From an optimization exercise on the open Yosys and OpenROAD flow, aimed at small area and a short achievable clock period; shortcuts taken in it are not production practice. The RTL was checked by simulation tests, not by an equivalence proof against the original design.

== JK ==
## rvPipe
module rvPipe (
    input  logic        clk,
    input  logic        rstN,
    input  logic [31:0] imemData,
    output logic [31:0] imemAddr,
    output logic        wbValid,
    output logic [4:0]  wbRd,
    output logic [31:0] wbData
);
    localparam logic [1:0] clsOp    = 2'b00;
    localparam logic [1:0] clsOpImm = 2'b01;
    localparam logic [1:0] clsLui   = 2'b10;
    localparam logic [1:0] clsAuipc = 2'b11;
    logic [31:0] eX, eG;
    logic [3:0]  eShLo, eShMid;
    logic        eSh16;
    logic        eSub, eFill;
    logic        eSelAdd, eSelP, eSelG, eSelSr, eSelSl, eSelLt, eSelLtu;
    logic [4:0]  eRd;
    logic        eWr;
    logic [31:2] pc;
    assign imemAddr = {pc, 2'b00};
    always_ff @(posedge clk) begin
        if (!rstN) pc <= '0;
        else       pc <= pc + 30'd1;
    end
    logic       fKnown;
    logic [1:0] fCls;
    always_comb begin
        fKnown = 1'b1;
        fCls   = clsOp;
        case (imemData[6:0])
            7'b0110011: fCls = clsOp;
            7'b0010011: fCls = clsOpImm;
            7'b0110111: fCls = clsLui;
            7'b0010111: fCls = clsAuipc;
            default: begin
                fKnown = 1'b0;
                fCls   = clsOp;   
            end
        endcase
    end
    logic [4:0] fRs1, fRs2;
    logic       fUse1, fUse2;
    assign fRs1  = imemData[19:15];
    assign fRs2  = imemData[24:20];
    assign fUse1 = !fCls[1];
    assign fUse2 = (fCls == clsOp);
    logic fByp1, fByp2;
    assign fByp1 = fUse1 && eWr && (eRd == fRs1);
    assign fByp2 = fUse2 && eWr && (eRd == fRs2);
    logic [31:1] fSel1, fSel2;
    always_comb begin
        for (int i = 1; i < 32; i++) begin
            fSel1[i] = fUse1 && !fByp1 && (fRs1 == 5'(i));
            fSel2[i] = fUse2 && !fByp2 && (fRs2 == 5'(i));
        end
    end
    logic        dWr;       
    logic [1:0]  dCls;
    logic [31:7] dIr;       
    logic [31:1] dSel1, dSel2;
    logic        dByp1, dByp2;
    logic [31:2] dPc;       
    always_ff @(posedge clk) begin
        if (!rstN) dWr <= 1'b0;
        else       dWr <= fKnown && (imemData[11:7] != 5'd0);
    end
    always_ff @(posedge clk) begin
        dCls  <= fCls;
  ...
Size in the first run: ~4,100 cells after synthesis, about 0.055 sq mm of cells after synthesis.
export LEC_CHECK = 0
export CAP_MARGIN = 10
export CELL_PAD_IN_SITES_DETAIL_PLACEMENT = 1
export CELL_PAD_IN_SITES_GLOBAL_PLACEMENT = 1
export CORE_MARGIN = 2
export CORE_UTILIZATION = 45
export PLACE_DENSITY = 0.55
export SETUP_SLACK_MARGIN = 3.3
export SLEW_MARGIN = 10
export TNS_END_PERCENT = 25
create_clock -name core_clock -period 6.0 [get_ports {clk}]
standard.sh (not shown) runs the stock make flow with config.mk's settings and CLKGATE_MAP_FILE= SYNTH_SCRIPT=/design/flow/synth_recipe.tcl, a recipe that flattens the netlist after the stock synthesis.
==> flow/flow/run.sh <==
#!/bin/bash
# Standard ORFS layout (standard.sh) with three changes: ports are buffered
# with buf_2, which the resizer may upsize, instead of the delay-cell default;
# the clock tree gets no dummy balancing loads; and its sink clusters are
# larger, for fewer leaf buffers. The make output goes to flow_make.log.
set -euo pipefail
export BUFFER_PORTS_ARGS="-buffer_cell sky130_fd_sc_hd__buf_2"
export CTS_ARGS="-sink_clustering_enable -repair_clock_nets -dont_use_dummy_load -sink_clustering_size 20 -sink_clustering_max_diameter 100"
bash standard.sh finish > flow_make.log 2>&1
## Diff of input files: MS against JK
Settings: a change of SETUP_SLACK_MARGIN from 3.3 to 3.4.
### Flow results
Sequential cell area in the final layout: JK vs MS, no meaningful difference. Count of vias placed by the detailed router deteriorates in MS relative to JK. MS vs JK — largest voltage drop on the vdd net climbed by a few percent. For the delay of the slowest critical-path stage, MS came in 50 ps lower than JK did. Share of the clock period used by the worst path after layout was higher in the run labelled JK. Comparing MS and JK, the lower post-synthesis to final-layout area growth was measured on JK. Summary — combined global-route utilization of all metal layers, MS relative to JK: lower, by 0.23 points. Compared with JK, in MS maximum clock frequency climbed 5.7 MHz, number of instances resized during post-cts repair climbed 15.

==> afterwards: timing with drivers on the ports <==
No port has a modelled driver above. Below, the same layouts with a new extraction and two added sets of constraints. Step 1: set_driving_cell puts a clkbuf_16 on clk and a buf_2 on each other input, an assumption about the parent block. Step 2 adds t to the input delays and takes it off the output delays; t is the mean of the earliest and latest rising clock arrival at the registers after step 1. Input paths then give back, and output paths get back, about the clock's delay inside the block. Slacks: no drivers / after step 1 / after step 2; pairs: no drivers / after step 1.
run | t, ns | setup slack, ns | worst hold slack (ns) | latest minus earliest clock arrival (ns) | pins driven straight from the clock port
JK | 0.772 | 3.169 / 3.169 / 2.783 | 0.332 / 0.332 / 0.332 | 0.076 / 0.077 | 1
MS | 0.771 | 3.214 / 3.214 / 2.839 | 0.331 / 0.331 / 0.331 | 0.087 / 0.087 | 1
After both steps setup and hold are still met in every run listed. The setup slack of JK, which loses most, moves by 0.000 ns with the drivers and by -0.386 ns with both steps.
